Background: an optimization exercise with open tools, aiming at small area. Do not read the settings as production practice. At most, simulation tests tie the RTL to the original design; equivalence was not proved. The flow treats the clock pin as an ideal source, which a real chip does not have. Power and IR drop assume default switching activity.

Setup of north:
// frame_dec_top
module frame_dec_top #(
    parameter logic [31:0] SYNC_WORD = 32'h1234_807F,
    parameter int          K_HASHES  = 5
) (
    input  logic        USER_CLK,
    input  logic        SYSTEM_RESET,
    input  logic        cs_i,
    input  logic [31:0] rx_data_i,
    output logic        synched_o,
    output logic        busy_o,
    output logic [7:0]  byte_o,
    output logic        byte_valid_o,
    output logic [31:0] frame_count_o
);
    logic [1:0]  x_q;
    logic [1:0]  pm_q;
    logic [1:0]  off_q;
    logic [1:0]  fs_q;        
    logic        hit_q;
    assign pm_q  = x_q;
    assign off_q = x_q;
    logic        syn_q;
    logic        rdy_q;
    assign hit_q = fs_q == 2'd1;
    assign syn_q = fs_q == 2'd2;
    assign rdy_q = fs_q == 2'd3;
    logic [4:0]  cnt_q;
    logic        shift;
    logic [3:0]  m;
    logic [1:0]  m_off;
    logic        release_w;
    assign shift = cs_i & ~rdy_q;
    assign m[0] = pm_q == 2'd1 && rx_data_i[7:0]  == SYNC_WORD[31:24];
    assign m[1] = pm_q == 2'd2 && rx_data_i[15:0] == SYNC_WORD[31:16];
    assign m[2] = pm_q == 2'd3 && rx_data_i[23:0] == SYNC_WORD[31:8];
    assign m[3] = rx_data_i == SYNC_WORD;
    assign m_off = (|m[2:0]) ? pm_q - 2'd1 : 2'd3;
    logic [1:0] pm_next;
    logic [3:1] pe;
    assign pe[1] = rx_data_i[31:8]  == SYNC_WORD[23:0];
    assign pe[2] = rx_data_i[31:16] == SYNC_WORD[15:0];
    assign pe[3] = rx_data_i[31:24] == SYNC_WORD[7:0];
    assign pm_next = {pe[2] | pe[3], pe[1] | pe[3]};
  ...
For scale: about 640 cells after synthesis, about 78 I/O pins, about 4800 sq um of cells after synthesis.
==> flow/config.mk <==
export PLATFORM = sky130hd
export DESIGN_NAME = frame_dec_top
export DESIGN_NICKNAME = frame_dec_top
export VERILOG_FILES = /design/flow/design.v
export SDC_FILE = /design/flow/constraint.sdc
export NUM_CORES = 4
export LEC_CHECK = 0
export CAP_MARGIN = 0
export CORE_MARGIN = 2
export CORE_UTILIZATION = 40
export GPL_TIMING_DRIVEN = 0
export PLACE_DENSITY = 0.8
export SLEW_MARGIN = 0
==> flow/constraint.sdc <==
create_clock -name core_clock -period 8.0 [get_ports {USER_CLK}]
set_input_delay 1.6000 -clock core_clock [delete_from_list [all_inputs] [get_ports {USER_CLK}]]
set_output_delay 1.6000 -clock core_clock [all_outputs]
set_load 0.01 [all_outputs]
standard.sh (not shown) runs the stock make flow with config.mk's settings and CLKGATE_MAP_FILE= SYNTH_SCRIPT=/design/flow/synth_recipe.tcl, a recipe that flattens the netlist after the stock synthesis.
==> flow/flow/run.sh <==
#!/bin/bash
# The standard layout with three changes:
#  - synthesis is the standard flow's own script, except that ABC maps the logic with
#    flow/abc_map.script, an area-oriented script, and adders are left to
#    ABC instead of being mapped to half-adder cells first (the registers
#    come from dfflibmap before ABC runs, so they are the standard
#    synthesis's)
#  - the port buffers use the smallest buffer cell
#  - the clock tree uses small buffers and no dummy loads, and after CTS
#    flow/cts_trim.tcl gives clkbuf_4 to the tree buffers whose flip-flop
#    clock pins keep a slew well under the limit with it
set -euo pipefail
W=$PWD
{
    echo 'proc synth {args} { yosys synth -nofsm -noshare {*}$args }'
    echo "proc abc {args} { set i [lsearch -exact \$args -script]; if {\$i >= 0} { lset args [expr {\$i + 1}] $W/flow/abc_map.script }; yosys abc {*}\$args }"
    tail -n +2 "$W/synth_recipe.tcl"
} > "$W/own_synth.tcl"
sed -e "s#SYNTH_SCRIPT=[^ ]*#SYNTH_SCRIPT=$W/own_synth.tcl#" \
    -e "s#CLKGATE_MAP_FILE= #CLKGATE_MAP_FILE= ADDER_MAP_FILE= #" "$W/standard.sh" > "$W/own_standard.sh"
grep -q "SYNTH_SCRIPT=$W/own_synth.tcl" "$W/own_standard.sh"
grep -q "ADDER_MAP_FILE= " "$W/own_standard.sh"
export BUFFER_PORTS_ARGS="-buffer_cell sky130_fd_sc_hd__buf_1"
export POST_CTS_TCL="$W/flow/cts_trim.tcl"
export CTS_ARGS="-sink_clustering_enable -repair_clock_nets -dont_use_dummy_load -root_buf sky130_fd_sc_hd__clkbuf_8 -buf_list sky130_fd_sc_hd__clkbuf_4"
bash "$W/own_standard.sh" > "$W/flow_standard.log" 2>&1
==> flow/flow/cts_trim.tcl <==
# After CTS: use clkbuf_4 for clock-tree buffers whose flip-flop clock pins
# stay well inside the slew limit with it (estimated with placement parasitics)
set trim_limit 0.105
set trim_small [get_lib_cells sky130_fd_sc_hd__clkbuf_4]
proc trim_worst_clk_slew {} {
  set w 0.0
  foreach pin [get_pins -hierarchical */CLK] {
    set s [get_property $pin slew_max]
    if { $s > $w } { set w $s }
  }
  return $w
}
estimate_parasitics -placement
puts "cts_trim: worst clock pin slew before [trim_worst_clk_slew]"
foreach inst [get_cells clkbuf_*_USER_CLK] {
  set old [get_property [get_property $inst liberty_cell] name]
  if { $old eq "sky130_fd_sc_hd__clkbuf_4" } { continue }
  replace_cell $inst $trim_small
  estimate_parasitics -placement
  set w [trim_worst_clk_slew]
  if { $w > $trim_limit } {
    replace_cell $inst [get_lib_cells $old]
    estimate_parasitics -placement
    puts "cts_trim: kept [get_property $inst name] as $old ($w)"
  } else {
    puts "cts_trim: [get_property $inst name] now clkbuf_4 ($w)"
  }
}
puts "cts_trim: worst clock pin slew after [trim_worst_clk_slew]"
Other scripts of this flow, unchanged in this note and not shown: flow/flow/abc_map.script
Edits applied to the flow inputs when going from north to south:
Settings: PLACE_DENSITY no longer set, was 0.8.
--- a/flow/flow/run.sh
+++ b/flow/flow/run.sh
@@ -8,5 +8,3 @@
 #  - the port buffers use the smallest buffer cell
-#  - the clock tree uses small buffers and no dummy loads, and after CTS
-#    flow/cts_trim.tcl gives clkbuf_4 to the tree buffers whose flip-flop
-#    clock pins keep a slew well under the limit with it
+#  - the clock tree uses small buffers and no dummy loads
 set -euo pipefail
@@ -23,3 +21,2 @@
 export BUFFER_PORTS_ARGS="-buffer_cell sky130_fd_sc_hd__buf_1"
-export POST_CTS_TCL="$W/flow/cts_trim.tcl"
 export CTS_ARGS="-sink_clustering_enable -repair_clock_nets -dont_use_dummy_load -root_buf sky130_fd_sc_hd__clkbuf_8 -buf_list sky130_fd_sc_hd__clkbuf_4"
removed: flow/flow/cts_trim.tcl
Notes after the runs:
Between north and south, the flow reports number of global-route vias before repair decreasing by a few percent. north -> south: total number of nets in the final design flat. In summary, south completed successfully, with a layout that passed the timing, DRC and antenna checks. Summary of south over north: global-route met2 utilization increased 4.4 points, final instance count without filler cells essentially unchanged, setup TNS essentially unchanged.
### south -> east
--- a/flow/flow/run.sh
+++ b/flow/flow/run.sh
@@ -8,3 +8,5 @@
 #  - the port buffers use the smallest buffer cell
-#  - the clock tree uses small buffers and no dummy loads
+#  - the clock tree uses small buffers and no dummy loads, and after CTS
+#    flow/cts_trim.tcl gives clkbuf_4 to the tree buffers whose flip-flop
+#    clock pins keep a slew well under the limit with it
 set -euo pipefail
@@ -21,2 +23,3 @@
 export BUFFER_PORTS_ARGS="-buffer_cell sky130_fd_sc_hd__buf_1"
+export POST_CTS_TCL="$W/flow/cts_trim.tcl"
 export CTS_ARGS="-sink_clustering_enable -repair_clock_nets -dont_use_dummy_load -root_buf sky130_fd_sc_hd__clkbuf_8 -buf_list sky130_fd_sc_hd__clkbuf_4"
==> flow/flow/cts_trim.tcl (new file) <==
# After CTS: use clkbuf_4 for clock-tree buffers whose flip-flop clock pins
# stay well inside the slew limit with it (estimated with placement parasitics)
set trim_limit 0.105
set trim_small [get_lib_cells sky130_fd_sc_hd__clkbuf_4]
proc trim_worst_clk_slew {} {
  set w 0.0
  foreach pin [get_pins -hierarchical */CLK] {
    set s [get_property $pin slew_max]
    if { $s > $w } { set w $s }
  }
  return $w
}
estimate_parasitics -placement
puts "cts_trim: worst clock pin slew before [trim_worst_clk_slew]"
foreach inst [get_cells clkbuf_*_USER_CLK] {
  set old [get_property [get_property $inst liberty_cell] name]
  if { $old eq "sky130_fd_sc_hd__clkbuf_4" } { continue }
  replace_cell $inst $trim_small
  estimate_parasitics -placement
  set w [trim_worst_clk_slew]
  if { $w > $trim_limit } {
    replace_cell $inst [get_lib_cells $old]
    estimate_parasitics -placement
    puts "cts_trim: kept [get_property $inst name] as $old ($w)"
  } else {
    puts "cts_trim: [get_property $inst name] now clkbuf_4 ($w)"
  }
}
puts "cts_trim: worst clock pin slew after [trim_worst_clk_slew]"
==> comparison <==
Share of the cycle needed by the critical path after routing: lower on east
| first-iteration DRC count | east vs south | worse |
When east is set beside south, its share of the final layout cell area in multi-input gates turns out to be 0.18 points larger.
east vs. south: total power draw fell by about 2.7%; time the final worst path needs with I/O delays and setup fell by 0.075 ns.
east and south ended up with nearly the same routing usage on met2.

---

Setup of the baseline:
Another version of the RTL of frame_dec_top (not shown whole).
For scale: about 110 flip-flops, about 78 I/O pins, about 6000 um2 of cells after synthesis.
export LEC_CHECK = 0
export CAP_MARGIN = 0
export CORE_MARGIN = 2
export CORE_UTILIZATION = 50
export PLACE_DENSITY = 0.7
export SLEW_MARGIN = 0
create_clock -name core_clock -period 8.0 [get_ports {USER_CLK}]
==> flow/flow/run.sh <==
#!/bin/bash
# Standard layout with two changes: the smallest buffer cell on the port
# buffers, and a clock tree of small buffers without dummy loads
set -euo pipefail
export BUFFER_PORTS_ARGS="-buffer_cell sky130_fd_sc_hd__buf_1"
export CTS_ARGS="-sink_clustering_enable -repair_clock_nets -dont_use_dummy_load -root_buf sky130_fd_sc_hd__clkbuf_8 -buf_list sky130_fd_sc_hd__clkbuf_4"
bash standard.sh > flow_standard.log 2>&1
The inputs of the candidate differ from those of the baseline as listed below.
==> flow/flow/run.sh <==
#!/bin/bash
# The standard layout with three changes:
#  - synthesis is the standard flow's own script, except that ABC maps the logic with
#    flow/abc_map.script, an area-oriented script (the registers come from
#    dfflibmap before ABC runs, so they are the standard synthesis's)
#  - the port buffers use the smallest buffer cell
#  - the clock tree uses small buffers and no dummy loads
set -euo pipefail
W=$PWD
{
    echo 'proc synth {args} { yosys synth -nofsm -noshare {*}$args }'
    echo "proc abc {args} { set i [lsearch -exact \$args -script]; if {\$i >= 0} { lset args [expr {\$i + 1}] $W/flow/abc_map.script }; yosys abc {*}\$args }"
    tail -n +2 "$W/synth_recipe.tcl"
} > "$W/own_synth.tcl"
sed "s#SYNTH_SCRIPT=[^ ]*#SYNTH_SCRIPT=$W/own_synth.tcl#" "$W/standard.sh" > "$W/own_standard.sh"
grep -q "SYNTH_SCRIPT=$W/own_synth.tcl" "$W/own_standard.sh"
export BUFFER_PORTS_ARGS="-buffer_cell sky130_fd_sc_hd__buf_1"
export CTS_ARGS="-sink_clustering_enable -repair_clock_nets -dont_use_dummy_load -root_buf sky130_fd_sc_hd__clkbuf_8 -buf_list sky130_fd_sc_hd__clkbuf_4"
bash "$W/own_standard.sh" > "$W/flow_standard.log" 2>&1
==> flow/flow/abc_map.script (new file) <==
strash
&get -n
&st
&syn3
&syn3
&dch -f
&put
amap -F 2 -A 8 -m
topo
dnsize -c
Results
sky130_fd_sc_hd__a211oi_1 as the cell type of the slowest stage on the worst timing path was reported by the candidate, and sky130_fd_sc_hd__ha_1 by the baseline. The maximum clock frequency of the candidate is lower than that of the baseline. On data required time of the critical path: the candidate sits above the baseline. Compared to the baseline, the candidate has multi-input gate share of total cell area 5.7 points lower. Of the baseline and the candidate, the candidate shows the higher post-route fraction of the period consumed by the critical path, with the baseline below it. Against the baseline, the candidate reports a delay contributed by the slowest stage of the critical path that is higher. The candidate against the baseline: full die area has decreased; multiplexer share of the synthesized area has decreased; number of gates resized after cts has remained practically unchanged; synthesized area has decreased. met3 layer usage reported by global route ends up higher on the candidate.
Function was not checked in any run of this note: the RTL went through the layout flow alone.

---

## v9
Another version of the RTL of frame_dec_top (not shown whole).
For scale: about 78 I/O pins, about 5100 um^2 of cells after synthesis.
==> flow/config.mk <==
export PLATFORM = sky130hd
export DESIGN_NAME = frame_dec_top
export DESIGN_NICKNAME = frame_dec_top
export VERILOG_FILES = /design/flow/design.v
export SDC_FILE = /design/flow/constraint.sdc
export NUM_CORES = 4
export LEC_CHECK = 0
export CAP_MARGIN = 0
export CORE_MARGIN = 2
export CORE_UTILIZATION = 40
export GPL_TIMING_DRIVEN = 0
export SLEW_MARGIN = 0
==> flow/constraint.sdc <==
create_clock -name core_clock -period 8.0 [get_ports {USER_CLK}]
set_input_delay 1.6000 -clock core_clock [delete_from_list [all_inputs] [get_ports {USER_CLK}]]
set_output_delay 1.6000 -clock core_clock [all_outputs]
set_load 0.01 [all_outputs]
==> flow/flow/run.sh <==
#!/bin/bash
# The standard layout with three changes:
#  - synthesis is the standard flow's own script, except that ABC maps the logic with
#    flow/abc_map.script, an area-oriented script (the registers come from
#    dfflibmap before ABC runs, so they are the standard synthesis's)
#  - the port buffers use the smallest buffer cell
#  - the clock tree uses small buffers and no dummy loads
set -euo pipefail
W=$PWD
{
    echo 'proc synth {args} { yosys synth -nofsm -noshare {*}$args }'
    echo "proc abc {args} { set i [lsearch -exact \$args -script]; if {\$i >= 0} { lset args [expr {\$i + 1}] $W/flow/abc_map.script }; yosys abc {*}\$args }"
    tail -n +2 "$W/synth_recipe.tcl"
} > "$W/own_synth.tcl"
sed "s#SYNTH_SCRIPT=[^ ]*#SYNTH_SCRIPT=$W/own_synth.tcl#" "$W/standard.sh" > "$W/own_standard.sh"
grep -q "SYNTH_SCRIPT=$W/own_synth.tcl" "$W/own_standard.sh"
export BUFFER_PORTS_ARGS="-buffer_cell sky130_fd_sc_hd__buf_1"
export CTS_ARGS="-sink_clustering_enable -repair_clock_nets -dont_use_dummy_load -root_buf sky130_fd_sc_hd__clkbuf_8 -buf_list sky130_fd_sc_hd__clkbuf_4"
bash "$W/own_standard.sh" > "$W/flow_standard.log" 2>&1
==> flow/flow/abc_map.script <==
strash
&get -n
&st
&syn3
&dch -f
&put
amap -F 2 -A 8 -m
topo
dnsize -c
v9 finished end to end and its layout was clean on timing, DRC and antenna.
Edits applied to the flow inputs when going from v9 to v41:
# v9
export LEC_CHECK = 0
export CAP_MARGIN = 0
export CORE_MARGIN = 2
export CORE_UTILIZATION = 40
export GPL_TIMING_DRIVEN = 0
export SLEW_MARGIN = 0
create_clock -name core_clock -period 8.0 [get_ports {USER_CLK}]
# v41
export LEC_CHECK = 0
export CAP_MARGIN = 0
export CORE_MARGIN = 2
export CORE_UTILIZATION = 40
export SLEW_MARGIN = 0
create_clock -name core_clock -period 8.0 [get_ports {USER_CLK}]
--- outcome ---
When v41 is measured against v9, its met1 routing resource usage after global routing turns out 0.62 points higher. Sequential fraction of total cell area in v41 vs v9: down 0.15 points. Diff v9 -> v41: area occupied by multi-input gates level, global-route usage moved up. [compare] base=v9 new=v41: utilization up 0.22 points; final non-filler cell area rose by 0.48%.
Modified inputs, v23 compared to v41
# v41
export LEC_CHECK = 0
export CAP_MARGIN = 0
export CORE_MARGIN = 2
export CORE_UTILIZATION = 40
export SLEW_MARGIN = 0
create_clock -name core_clock -period 8.0 [get_ports {USER_CLK}]
# v23
export LEC_CHECK = 0
export CAP_MARGIN = 0
export CORE_MARGIN = 2
export CORE_UTILIZATION = 40
export GPL_TIMING_DRIVEN = 0
export SLEW_MARGIN = 0
create_clock -name core_clock -period 8.0 [get_ports {USER_CLK}]
--- a/flow/flow/run.sh
+++ b/flow/flow/run.sh
@@ -4,2 +4,4 @@
-#    flow/abc_map.script, an area-oriented script (the registers come from
-#    dfflibmap before ABC runs, so they are the standard synthesis's)
+#    flow/abc_map.script, an area-oriented script, and adders are left to
+#    ABC instead of being mapped to half-adder cells first (the registers
+#    come from dfflibmap before ABC runs, so they are the standard
+#    synthesis's)
@@ -15 +17,2 @@
-sed "s#SYNTH_SCRIPT=[^ ]*#SYNTH_SCRIPT=$W/own_synth.tcl#" "$W/standard.sh" > "$W/own_standard.sh"
+sed -e "s#SYNTH_SCRIPT=[^ ]*#SYNTH_SCRIPT=$W/own_synth.tcl#" \
+    -e "s#CLKGATE_MAP_FILE= #CLKGATE_MAP_FILE= ADDER_MAP_FILE= #" "$W/standard.sh" > "$W/own_standard.sh"
@@ -16,0 +20 @@
+grep -q "ADDER_MAP_FILE= " "$W/own_standard.sh"
## What came out
Compared v23 vs v41, and number of instances in the synthesized netlist is up in v23. In the flow results for v23 and v41, the number of ordinary inverters in the final layout is larger on v23. Looking at sequential share of layout area across v23 and v41, the one that comes out lower is v41. Between v23 and v41, number of multi-input combinational cells is higher for v23, v41 comes in under that. Per the comparison of v23 with v41, core box area -about 4%; count of unique library cells instantiated by Yosys -2.8%; total detailed-routing wirelength +340 um. Comparing v41 with v23, the clock-cell share of area came out essentially unchanged. Side by side, met2 demand-to-capacity share in global routing turned out higher in v23 than in v41. v23 has cell area after layout below what v41 had. Compared v23 vs v41, and non-clock buffer count is down in v23.

what the ideal ports hide:
The flow's constraints put no driver on any port. The routed layouts listed below were extracted and timed again, unchanged, in two steps.
Step 1 (the two cells are an assumption about what drives the block):
set clk [get_ports {USER_CLK}]
set_driving_cell -lib_cell sky130_fd_sc_hd__clkbuf_16 $clk
set_driving_cell -lib_cell sky130_fd_sc_hd__buf_2 [delete_from_list [all_inputs] $clk]
Step 2 adds t to the input delays and takes it off the output delays; t is the mean of the earliest and latest rising clock arrival at the registers after step 1. Input paths then give back, and output paths get back, about the clock's delay inside the block.
a / b / c = no drivers / after step 1 / after step 2; a / b = the first two.
run | shift t [ns] | slack for setup (ns) | hold WS [ns] | worst setup path after step 2 | worst slew at a driven data input, ns
north | 0.467 | 1.249 / 1.256 / 0.789 | 0.479 / 0.479 / 0.479 | input to register | 0.05
south | 0.391 | 0.931 / 0.944 / 0.554 | 0.476 / 0.476 / 0.476 | input to register | 0.04
east | 0.477 | 1.006 / 1.016 / 0.539 | 0.479 / 0.479 / 0.479 | input to register | 0.04
the baseline | 0.413 | 0.451 / 0.461 / 0.048 | 0.487 / 0.487 / 0.487 | input to register | 0.04
the candidate | 0.402 | 0.406 / 0.423 / 0.020 | 0.486 / 0.486 / 0.486 | input to register | 0.03
v9 | 0.389 | 0.391 / 0.402 / 0.013 | 0.473 / 0.473 / 0.473 | input to register | 0.03
v41 | 0.396 | 0.424 / 0.440 / 0.044 | 0.479 / 0.479 / 0.479 | input to register | 0.04
v23 | 0.398 | 0.969 / 0.983 / 0.584 | 0.463 / 0.463 / 0.463 | input to register | 0.04
After both steps setup and hold are still met in every run listed. For east, which loses most, drivers alone change the setup slack by +0.010 ns; drivers and shift together by -0.467 ns.
